What follows belongs to an exercise in optimizing a design on an open flow for small area, a short achievable clock period and few clock cycles per item; a production flow would make more cautious choices. Power figures rest on the tool's default switching activity, not on a simulated workload.

==> job 567: inputs <==
==> flow/design.v <==
package srsw_pkg;
    localparam int SEQ_COUNT = 32;
    localparam int SEQ_W     = 5;
    localparam int BLOCK_W   = 24;
    localparam int HI_W      = BLOCK_W - SEQ_W;    
    localparam int WSIZE_W   = 5;
    localparam int TIMEOUT_W = 10;
    localparam int TIMER_W   = 11;
    localparam int CFG_IDX_W = 1;
    localparam int CFG_W     = 10;
    localparam logic [CFG_IDX_W-1:0] REG_WINDOW_SIZE = 1'd0;
    localparam logic [CFG_IDX_W-1:0] REG_TIMEOUT     = 1'd1;
    localparam logic OP_ACK  = 1'b0;
    localparam logic OP_TICK = 1'b1;
endpackage
module srsw_cell (
    input  logic       clk,
    input  logic       live,       
    input  logic [9:0] n1,         
    input  logic [9:0] n0,
    input  logic       tz,         
    input  logic       rmode,      
    input  logic       rfirst,     
    input  logic       do_tick,    
    input  logic       do_mark,    
    input  logic       hit,        
    input  logic       fresh,      
    output logic       pend,       
    output logic       exp,        
    output logic       acked
);
    logic [10:0] timer;
    logic [10:0] t_next;
    logic        ge;
    logic        acked_r;
    logic        eq;
    logic        inc;
    logic        clr;
    assign pend  = live & ~acked_r;
    assign exp   = pend & ge;
    assign acked = acked_r;
    assign inc   = do_tick & pend;
    assign clr   = fresh | hit;
    always_comb
    begin
        logic c;
        eq = 1'b1;
        for (int i = 0; i < 10; i++)
        begin
            eq = eq & (timer[i] ? n1[i] : n0[i]);
        end
        c = inc;
        for (int i = 0; i < 10; i++)
        begin
            t_next[i] = ~clr & (timer[i] ^ c);
            c         = c & timer[i];
        end
        t_next[10] = ~clr & (timer[10] | c);
    end
    always_ff @(posedge clk)
    begin
        timer <= t_next;
        if (clr)
        begin
            ge <= tz;
        end
        else if (inc || rmode)
        begin
            ge <= (rfirst ? timer[10] : ge) | eq;
        end
        acked_r <= ~fresh & (acked_r | (do_mark & live));
    end
endmodule
module selective_repeat_sender_window_top (
    input  logic                                 clk,
    input  logic                                 rst_n,
    input  logic                                 start,
    output logic                                 busy,
    input  logic [5:0]                           item,      
    input  logic                                 cfg_we,
    input  logic [srsw_pkg::CFG_IDX_W-1:0]       cfg_idx,
    input  logic [srsw_pkg::CFG_W-1:0]           cfg_data,
    output logic                                 result_valid,
    output logic [29:0]                          result     
);
    localparam int N  = srsw_pkg::SEQ_COUNT;
    localparam int SW = srsw_pkg::SEQ_W;
    localparam int HW = srsw_pkg::HI_W;
    function automatic logic [N-1:0] therm(input logic [SW-1:0] b);
        logic [N-1:0] t;
        for (int p = 0; p < N; p++)
        begin
            logic r;
            r = 1'b1;
            for (int i = 0; i < SW; i++)
            begin
                r = ((p >> i) & 1) ? (~b[i] | r) : (~b[i] & r);
            end
            t[p] = r;
        end
        therm = t;
    endfunction
    function automatic logic [N-1:0] decode(input logic [SW-1:0] b);
        logic [N-1:0] t;
        for (int p = 0; p < N; p++)
        begin
            t[p] = b == SW'(p);
        end
        decode = t;
    endfunction
    function automatic logic lt5(input logic [SW-1:0] a, input logic [SW-1:0] b);
        logic r;
        r = 1'b0;
        for (int i = 0; i < SW; i++)
        begin
            r = (~a[i] & b[i]) | (~(a[i] ^ b[i]) & r);
        end
        lt5 = r;
    endfunction
    function automatic logic [N-1:0] below(input logic [N-1:0] v);
        logic [N-1:0] x;
        x = v;
        x = x | (x << 1);
        x = x | (x << 2);
        x = x | (x << 4);
        x = x | (x << 8);
        x = x | (x << 16);
        below = x << 1;
    endfunction
    function automatic logic [SW-1:0] encode(input logic [N-1:0] oh);
        logic [SW-1:0] r;
        r = '0;
        for (int p = 0; p < N; p++)
        begin
            r = r | (oh[p] ? SW'(p) : SW'(0));
        end
        encode = r;
    endfunction
    logic          v0;
    logic          op0;
    logic [SW-1:0] s0;
    always_ff @(posedge clk or negedge rst_n)
    begin
        if (!rst_n)
        begin
            v0 <= 1'b0;
        end
        else
        begin
            v0 <= start && !busy_reg;
        end
    end
    always_ff @(posedge clk)
    begin
        op0 <= item[5];
        s0  <= item[4:0];
    end
    assign busy = busy_reg;
    logic [SW-1:0] base_reg;
    logic [SW-1:0] nxt_reg;
    logic [HW-1:0] hi_reg;
    logic [4:0]    ws_reg;
    logic [9:0]    to_reg;       
    logic          tz_reg;       
    logic [3:0]    rstep;        
    logic [3:0]    rstep_next;
    logic          busy_reg;
    logic [9:0]    n1_reg;       
    logic [9:0]    n0_reg;
    logic [9:0]    n1_next;
    logic [9:0]    n0_next;
    logic          rmode;
    logic          rfirst;
    logic [N-1:0]  live_reg;
    logic [N-1:0]  atb_reg;      
    logic          room_reg;     
    logic [SW-1:0] lo_reg;       
    logic          rv_reg;
    logic [29:0]   res_reg;
    logic do_tick, do_ack;
    assign do_tick = v0 && op0;
    assign do_ack  = v0 && !op0;
    logic [N-1:0] pend, expd, ackd;
    logic [N-1:0] hit, fresh, mark;
    for (genvar p = 0; p < N; p++)
    begin : g_slot
        srsw_cell u_cell (
            .clk     (clk),
            .live    (live_reg[p]),
            .n1      (n1_reg),
            .n0      (n0_reg),
            .tz      (tz_reg),
            .rmode   (rmode),
            .rfirst  (rfirst),
            .do_tick (do_tick),
            .do_mark (mark[p]),
            .hit     (hit[p]),
            .fresh   (fresh[p]),
            .pend    (pend[p]),
            .exp     (expd[p]),
            .acked   (ackd[p])
        );
    end
    logic [N-1:0]  exp_h, first;
    logic          any_h, any_e;
    logic [SW-1:0] fseq;
    logic          sent;
    logic [N-1:0]  dnxt;
    logic [N-1:0]  gt_b, zs, zs_h, bz_h, bz, zfirst, atb_new, passed;
    logic          any_zh;
    logic          slide;
    logic [SW-1:0] cnt, cnt1, lo;
    logic          room_c, room_1, room_s;
    logic [N-1:0]  roomvec, from_lo, past_n;
    always_comb
    begin
        exp_h = expd & atb_reg;
        any_h = |exp_h;
        any_e = |expd;
        first = expd & ((atb_reg & ~below(exp_h)) | (~atb_reg & ~below(expd) & {N{~any_h}}));
        fseq  = encode(first);
        dnxt  = decode(nxt_reg);
        sent  = do_tick && !any_e && room_reg;
        gt_b    = {atb_reg[N-2:0], 1'b0};
        zs      = ~(ackd & live_reg);
        zs_h    = zs & gt_b;
        any_zh  = |zs_h;
        bz_h    = below(zs_h);
        bz      = below(zs);
        zfirst  = any_zh ? (zs_h & ~bz_h) : (zs & ~bz);
        atb_new = any_zh ? (zs_h | bz_h) : (zs | bz);
        passed  = any_zh ? (atb_reg & ~atb_new) : (atb_reg | ~atb_new);
        slide   = do_ack && (s0 == base_reg) && (base_reg != nxt_reg);
        cnt     = nxt_reg - base_reg;
        cnt1    = cnt + SW'(1);
        room_c  = lt5(cnt, ws_reg);
        room_1  = lt5(cnt1, ws_reg);
        lo      = nxt_reg - ws_reg + SW'(1);
        from_lo = therm(lo_reg);
        past_n  = therm(nxt_reg) & ~dnxt;
        if (ws_reg == '0)
        begin
            roomvec = '0;
        end
        else if (lt5(nxt_reg, lo_reg))
        begin
            roomvec = from_lo | ~past_n;
        end
        else
        begin
            roomvec = from_lo & ~past_n;
        end
        room_s  = |(zfirst & roomvec);
        for (int p = 0; p < N; p++)
        begin
            hit[p]   = do_tick && first[p];
            fresh[p] = sent && dnxt[p];
            mark[p]  = do_ack && (s0 == SW'(p));
        end
    end
    assign rmode  = rstep >= 4'd2;
    assign rfirst = rstep == 4'd2;
    always_comb
    begin
        logic [9:0] r;
        if (rstep == 4'd1)
        begin
            rstep_next = (base_reg != nxt_reg) ? 4'd2 : 4'd0;
        end
        else if (rstep == 4'd12 || rstep == 4'd0)
        begin
            rstep_next = 4'd0;
        end
        else
        begin
            rstep_next = rstep + 4'd1;
        end
        r = to_reg - 10'd1;
        n1_next = r;
        n0_next = ~r;
        if (rstep_next == 4'd12)
        begin
            n1_next = to_reg;
            n0_next = ~to_reg;
        end
        else if (rstep_next >= 4'd2)
        begin
            for (int j = 0; j < 10; j++)
            begin
                if (j > 11 - int'(rstep_next))
                begin
                    n1_next[j] = to_reg[j];
                    n0_next[j] = ~to_reg[j];
                end
                else if (j == 11 - int'(rstep_next))
                begin
                    n1_next[j] = ~to_reg[j];
                    n0_next[j] = 1'b0;
                end
                else
                begin
                    n1_next[j] = 1'b1;
                    n0_next[j] = 1'b1;
                end
            end
        end
    end
    always_ff @(posedge clk)
    begin
        n1_reg <= n1_next;
        n0_reg <= n0_next;
    end
    logic [HW-1:0] hi_inc;
    assign hi_inc = hi_reg + HW'(1);
    always_ff @(posedge clk or negedge rst_n)
    begin
        if (!rst_n)
        begin
            base_reg    <= '0;
            nxt_reg     <= '0;
            hi_reg      <= '0;
            ws_reg      <= 5'd7;
            to_reg      <= 10'd20;
            tz_reg      <= 1'b0;
            rstep       <= 4'd0;
            busy_reg    <= 1'b0;
            live_reg    <= '0;
            atb_reg     <= '1;
            room_reg    <= 1'b1;
            lo_reg      <= 5'd26;
            rv_reg      <= 1'b0;
        end
        else
        begin
            rv_reg <= do_tick && (any_e || room_reg);
            if (sent)
            begin
                nxt_reg  <= nxt_reg + SW'(1);
                live_reg <= live_reg | dnxt;
            end
            if (slide)
            begin
                base_reg <= encode(zfirst);
                atb_reg  <= atb_new;
                live_reg <= live_reg & ~passed;
                if (!any_zh)
                begin
                    hi_reg <= hi_inc;
                end
            end
            room_reg <= slide ? room_s : (sent ? room_1 : room_c);
            lo_reg   <= sent ? lo_reg + SW'(1) : lo;
            rstep <= rstep_next;
            if (rstep == 4'd1)
            begin
                busy_reg <= base_reg != nxt_reg;
            end
            else if (rstep_next == 4'd12)
            begin
                busy_reg <= 1'b0;
            end
            if (cfg_we)
            begin
                if (cfg_idx == srsw_pkg::REG_WINDOW_SIZE)
                begin
                    ws_reg <= cfg_data[4:0];
                end
                else
                begin
                    to_reg   <= cfg_data;
                    tz_reg   <= cfg_data == '0;
                    rstep    <= 4'd1;
                    busy_reg <= (base_reg != nxt_reg) || v0;
                end
            end
        end
    end
    always_ff @(posedge clk)
    begin
        if (any_e)
        begin
            res_reg <= {fseq, (any_h ? hi_reg : hi_inc), fseq, 1'b1};
        end
        else
        begin
            res_reg <= {nxt_reg, (lt5(nxt_reg, base_reg) ? hi_inc : hi_reg), nxt_reg, 1'b0};
        end
    end
    assign result_valid = rv_reg;
    assign result       = res_reg;
endmodule
==> flow/flow/run.sh <==
#!/bin/bash
export SETUP_SLACK_MARGIN=6.5
bash standard.sh > standard.log 2>&1
==> flow/standard.sh <==
#!/bin/bash
# synth_recipe.tcl (not shown) runs the flow's synth.tcl, then flattens the netlist and writes it again
# the make line also repeats each setting of config.mk as NAME=value (left out here)
make -C /OpenROAD-flow-scripts/flow DESIGN_CONFIG=/design/flow/config.mk WORK_HOME=/design/flow/orfs CLKGATE_MAP_FILE= SYNTH_SCRIPT=/design/flow/synth_recipe.tcl "${@:-finish}"
==> flow/config.mk <==
export PLATFORM = sky130hd
export DESIGN_NAME = selective_repeat_sender_window_top
export DESIGN_NICKNAME = selective_repeat_sender_window_top
export VERILOG_FILES = /design/flow/design.v
export SDC_FILE = /design/flow/constraint.sdc
export NUM_CORES = 4
export LEC_CHECK = 0
export CAP_MARGIN = 20
export CORE_MARGIN = 2
export CORE_UTILIZATION = 60
export PLACE_DENSITY = 0.75
export SLEW_MARGIN = 20
==> flow/constraint.sdc <==
create_clock -name core_clock -period 10.0 [get_ports {clk}]
set_input_delay 2.0000 -clock core_clock [delete_from_list [all_inputs] [get_ports {clk}]]
set_output_delay 2.0000 -clock core_clock [all_outputs]
set_load 0.01 [all_outputs]
==> inputs of job 7456, as changes to job 567 <==
==> flow/design.v, changed modules only <==
module srsw_cell (
    input  logic       clk,
    input  logic       rst_n,
    input  logic       live,       
    input  logic [9:0] n1,         
    input  logic [9:0] n0,
    input  logic       tz,         
    input  logic       rmode,      
    input  logic       rfirst,     
    input  logic       do_tick,    
    input  logic       do_mark,    
    input  logic       hit,        
    input  logic       fresh,      
    output logic       pend,       
    output logic       exp,        
    output logic       acked
);
    logic [9:0]  timer;
    logic [9:0]  t_next;
    logic        exp_r;
    logic        mk;
    logic        upd;
    logic        acked_r;
    logic        eq;
    logic        inc;
    logic        clr;
    assign pend  = live & ~acked_r;
    assign exp   = exp_r;
    assign acked = acked_r;
    assign inc   = do_tick & pend;
    assign clr   = fresh | hit;
    assign mk    = do_mark & live;
    assign upd   = inc | (rmode & pend);
    always_comb
    begin
        logic c;
        eq = 1'b1;
        for (int i = 0; i < 10; i++)
        begin
            eq = eq & (timer[i] ? n1[i] : n0[i]);
        end
        c = inc & ~(&timer);
        for (int i = 0; i < 10; i++)
        begin
            t_next[i] = ~clr & (timer[i] ^ c);
            c         = c & timer[i];
        end
    end
    always_ff @(posedge clk)
    begin
        timer <= t_next;
        acked_r <= ~fresh & (acked_r | mk);
    end
    always_ff @(posedge clk or negedge rst_n)
    begin
        if (!rst_n)
        begin
            exp_r <= 1'b0;
        end
        else
        begin
            exp_r <= (clr & tz) | (~clr & ~mk & upd & ((exp_r & ~rfirst) | eq))
                                | (~clr & ~mk & ~upd & exp_r);
        end
    end
endmodule
module selective_repeat_sender_window_top (
    input  logic                                 clk,
    input  logic                                 rst_n,
    input  logic                                 start,
    output logic                                 busy,
    input  logic [5:0]                           item,      
    input  logic                                 cfg_we,
    input  logic [srsw_pkg::CFG_IDX_W-1:0]       cfg_idx,
    input  logic [srsw_pkg::CFG_W-1:0]           cfg_data,
    output logic                                 result_valid,
    output logic [29:0]                          result     
);
    localparam int N  = srsw_pkg::SEQ_COUNT;
    localparam int SW = srsw_pkg::SEQ_W;
    localparam int HW = srsw_pkg::HI_W;
    function automatic logic [N-1:0] therm(input logic [SW-1:0] b);
        logic [N-1:0] t;
        for (int p = 0; p < N; p++)
        begin
            logic r;
            r = 1'b1;
            for (int i = 0; i < SW; i++)
            begin
                r = ((p >> i) & 1) ? (~b[i] | r) : (~b[i] & r);
            end
            t[p] = r;
        end
        therm = t;
    endfunction
    function automatic logic [N-1:0] decode(input logic [SW-1:0] b);
        logic [N-1:0] t;
        for (int p = 0; p < N; p++)
        begin
            t[p] = b == SW'(p);
        end
        decode = t;
    endfunction
    function automatic logic [N-1:0] below(input logic [N-1:0] v);
        logic [N-1:0] x;
        x = v;
        x = x | (x << 1);
        x = x | (x << 2);
        x = x | (x << 4);
        x = x | (x << 8);
        x = x | (x << 16);
        below = x << 1;
    endfunction
    function automatic logic [SW-1:0] encode(input logic [N-1:0] oh);
        logic [SW-1:0] r;
        r = '0;
        for (int p = 0; p < N; p++)
        begin
            r = r | (oh[p] ? SW'(p) : SW'(0));
        end
        encode = r;
    endfunction
    logic          v0;
    logic          op0;
    logic [SW-1:0] s0;
    always_ff @(posedge clk or negedge rst_n)
    begin
        if (!rst_n)
        begin
            v0 <= 1'b0;
        end
        else
        begin
            v0 <= start && !busy_reg;
        end
    end
    always_ff @(posedge clk)
    begin
        op0 <= item[5];
        s0  <= item[4:0];
    end
    assign busy = busy_reg;
    logic [SW-1:0] nxt_reg;
    logic [HW-1:0] hi_reg;
    logic [4:0]    ws_reg;
    logic [9:0]    to_reg;       
    logic          tz_reg;       
    logic [3:0]    rstep;        
    logic [3:0]    rstep_next;
    logic          busy_reg;
    logic [9:0]    n1_reg;       
    logic [9:0]    n0_reg;
    logic [9:0]    n1_next;
    logic [9:0]    n0_next;
    logic          rmode;
    logic          rfirst;
    logic [N-1:0]  live_reg;
    logic [N-1:0]  atb_reg;      
    logic          room_reg;     
    logic [SW-1:0] lo_reg;       
    logic          rv1_reg;      
    logic          rs1_reg;
    logic          wrap1_reg;
    logic [N-1:0]  seq1_reg;     
    logic          rv_reg;
    logic [29:0]   res_reg;
    logic do_tick, do_ack;
    assign do_tick = v0 && op0;
    assign do_ack  = v0 && !op0;
    logic [N-1:0] pend, expd, ackd;
    logic [N-1:0] hit, fresh, mark;
    for (genvar p = 0; p < N; p++)
    begin : g_slot
        srsw_cell u_cell (
            .clk     (clk),
            .rst_n   (rst_n),
            .live    (live_reg[p]),
            .n1      (n1_reg),
            .n0      (n0_reg),
            .tz      (tz_reg),
            .rmode   (rmode),
            .rfirst  (rfirst),
            .do_tick (do_tick),
            .do_mark (mark[p]),
            .hit     (hit[p]),
            .fresh   (fresh[p]),
            .pend    (pend[p]),
            .exp     (expd[p]),
            .acked   (ackd[p])
        );
    end
    logic [N-1:0]  exp_h, first;
    logic          any_h, any_e;
    logic          sent;
    logic [N-1:0]  dnxt;
    logic [N-1:0]  gt_b, zs, zs_h, bz_h, bz, atb_new, passed;
    logic          any_zh;
    logic          slide;
    logic [SW-1:0] lo;
    logic [N-1:0]  b1, dlo, dlo_c;
    logic          nonempty;
    logic          room_c, room_1, room_s;
    logic [N-1:0]  from_lo, short_of_lo;
    always_comb
    begin
        exp_h = expd & atb_reg;
        any_h = |exp_h;
        any_e = |expd;
        first = expd & ((atb_reg & ~below(exp_h)) | (~atb_reg & ~below(expd) & {N{~any_h}}));
        dnxt  = decode(nxt_reg);
        sent  = do_tick && !any_e && room_reg;
        gt_b    = {atb_reg[N-2:0], 1'b0};
        zs      = ~(ackd & live_reg);
        zs_h    = zs & gt_b;
        any_zh  = |zs_h;
        bz_h    = below(zs_h);
        bz      = below(zs);
        atb_new = any_zh ? (zs_h | bz_h) : (zs | bz);
        passed  = any_zh ? (atb_reg & ~atb_new) : (atb_reg | ~atb_new);
        b1       = atb_reg & ~gt_b;      
        nonempty = |live_reg;
        slide    = |(mark & b1 & live_reg);
        lo      = nxt_reg - ws_reg + SW'(1);
        dlo     = decode(lo_reg);
        dlo_c   = decode(lo);
        room_c  = (ws_reg != '0) && !(|(dlo_c & ~b1 & (live_reg | dnxt)));
        room_1  = room_reg && !(|(dlo & b1));
        from_lo = therm(lo_reg);
        short_of_lo = (|(dlo & gt_b)) ? (gt_b & ~from_lo) : (gt_b | ~from_lo);
        room_s  = room_reg || !(|(zs & short_of_lo));
        for (int p = 0; p < N; p++)
        begin
            hit[p]   = do_tick && first[p];
            fresh[p] = sent && dnxt[p];
            mark[p]  = do_ack && (s0 == SW'(p));
        end
    end
    assign rmode  = rstep >= 4'd2;
    assign rfirst = rstep == 4'd2;
    always_comb
    begin
        logic [9:0] r;
        if (rstep == 4'd1)
        begin
            rstep_next = nonempty ? 4'd2 : 4'd0;
        end
        else if (rstep == 4'd12 || rstep == 4'd0)
        begin
            rstep_next = 4'd0;
        end
        else
        begin
            rstep_next = rstep + 4'd1;
        end
        r = to_reg - 10'd1;
        n1_next = r;
        n0_next = ~r;
        if (rstep_next == 4'd12)
        begin
            n1_next = to_reg;
            n0_next = ~to_reg;
        end
        else if (rstep_next >= 4'd2)
        begin
            for (int j = 0; j < 10; j++)
            begin
                if (j > 11 - int'(rstep_next))
                begin
                    n1_next[j] = to_reg[j];
                    n0_next[j] = ~to_reg[j];
                end
                else if (j == 11 - int'(rstep_next))
                begin
                    n1_next[j] = ~to_reg[j];
                    n0_next[j] = 1'b0;
                end
                else
                begin
                    n1_next[j] = 1'b1;
                    n0_next[j] = 1'b1;
                end
            end
        end
    end
    always_ff @(posedge clk)
    begin
        n1_reg <= n1_next;
        n0_reg <= n0_next;
    end
    logic [HW-1:0] hi_inc;
    assign hi_inc = hi_reg + HW'(1);
    always_ff @(posedge clk or negedge rst_n)
    begin
        if (!rst_n)
        begin
            nxt_reg     <= '0;
            hi_reg      <= '0;
            ws_reg      <= 5'd7;
            to_reg      <= 10'd20;
            tz_reg      <= 1'b0;
            rstep       <= 4'd0;
            busy_reg    <= 1'b0;
            live_reg    <= '0;
            atb_reg     <= '1;
            room_reg    <= 1'b1;
            lo_reg      <= 5'd26;
            rv1_reg     <= 1'b0;
            rv_reg      <= 1'b0;
        end
        else
        begin
            rv1_reg <= do_tick && (any_e || room_reg);
            rv_reg  <= rv1_reg;
            if (sent)
            begin
                nxt_reg  <= nxt_reg + SW'(1);
                live_reg <= live_reg | dnxt;
            end
            if (slide)
            begin
                atb_reg  <= atb_new;
                live_reg <= live_reg & ~passed;
                if (!any_zh)
                begin
                    hi_reg <= hi_inc;
                end
            end
            room_reg <= slide ? room_s : (sent ? room_1 : room_c);
            lo_reg   <= sent ? lo_reg + SW'(1) : lo;
            rstep <= rstep_next;
            if (rstep == 4'd1)
            begin
                busy_reg <= nonempty;
            end
            else if (rstep_next == 4'd12)
            begin
                busy_reg <= 1'b0;
            end
            if (cfg_we)
            begin
                if (cfg_idx == srsw_pkg::REG_WINDOW_SIZE)
                begin
                    ws_reg <= cfg_data[4:0];
                end
                else
                begin
                    to_reg   <= cfg_data;
                    tz_reg   <= cfg_data == '0;
                    rstep    <= 4'd1;
                    busy_reg <= nonempty || v0;
                end
            end
        end
    end
    logic [SW-1:0] rseq;
    assign rseq = encode(seq1_reg);
    always_ff @(posedge clk)
    begin
        rs1_reg   <= any_e;
        seq1_reg  <= any_e ? first : dnxt;
        wrap1_reg <= any_e ? !any_h : !(|(dnxt & atb_reg));
        res_reg   <= {rseq, (wrap1_reg ? hi_inc : hi_reg), rseq, rs1_reg};
    end
    assign result_valid = rv_reg;
    assign result       = res_reg;
endmodule
--- a/flow/config.mk
+++ b/flow/config.mk
@@ -9,4 +9,6 @@
 export CORE_MARGIN = 2
 export CORE_UTILIZATION = 60
+export CTS_CLUSTER_DIAMETER = 100
+export CTS_CLUSTER_SIZE = 22
 export PLACE_DENSITY = 0.75
 export SLEW_MARGIN = 20
==> comparison table <==
metric                                                      job 7456     job 567
Run status                                  timing/DRC/antenna clean  timing/DRC/antenna clean
Violation count after the first detailed-route iteration        4103        3490
Post-CTS setup-driven buffer insertion count                       7         105
Die area                                                   59900 um2   59400 um2
Global-route usage over all layers                             0.432       0.425
Part of the total power dissipated in the clock network        0.200       0.217
Die Height                                                    245 um      244 um
Starting utilization of the core area                          0.605       0.609
Post-synth top area share                                      0.251       0.253
Tap cell count                                                   765         756
TritonCTS buffer count                                            35          66
Number of nets in the layout                                    4079        4241
Vias                                                           31.5k       32.1k
Net switching component of the power                       0.00354 W   0.00512 W
Switching share of power                                       0.449       0.453
Via count of the first global-routing pass                     30.4k       30.9k
Site Rows                                                         88          87
Average footprint of a synthesized cell                     9.07 um2    9.41 um2
Post-layout power                                          0.00788 W    0.0113 W
Clock transition at the registers of the reported paths      0.10 ns     0.06 ns
Fraction of the mapped netlist area in adder cells             0.116       0.141
Power density relative to cell area                       212 nW/um2  269 nW/um2
Met1 routed wirelength after detailed routing                49.9 mm     51.0 mm
Area fraction in compound gates after synthesis                0.135       0.108
EDFF count, synth                                                  0          32
Fraction of area in multi-input gates                          0.572       0.538
No run of this note included a check of the RTL's function; only the layout flow was run.

port drivers added, routing unchanged:
No port has a modelled driver above. Below, the same layouts with a new extraction and two added sets of constraints. Step 1, drivers: a clkbuf_16 drives clk and a buf_2 each remaining input, both assumed. Step 2 adds t to the input delays and takes it off the output delays; t is the mean of the earliest and latest rising clock arrival at the registers after step 1. Input paths then give back, and output paths get back, about the clock's delay inside the block. Three values: ideal ports, drivers, drivers and shift; two values: the first two.
run	t, ns	setup slack, ns	hold WS [ns]	worst register clock-pin slew, ns	worst data-port slew with drivers (ns)
job 567	0.690	6.229 / 6.229 / 6.229	0.460 / 0.460 / 0.460	0.07 / 0.07	0.07
job 7456	0.653	6.488 / 6.488 / 6.365	0.336 / 0.336 / 0.336	0.10 / 0.10	0.12
After both steps every run listed still meets setup and hold. The setup slack of job 7456, which loses most, moves by 0.000 ns with the drivers and by -0.123 ns with both steps. Setup slack includes reset recovery checks.
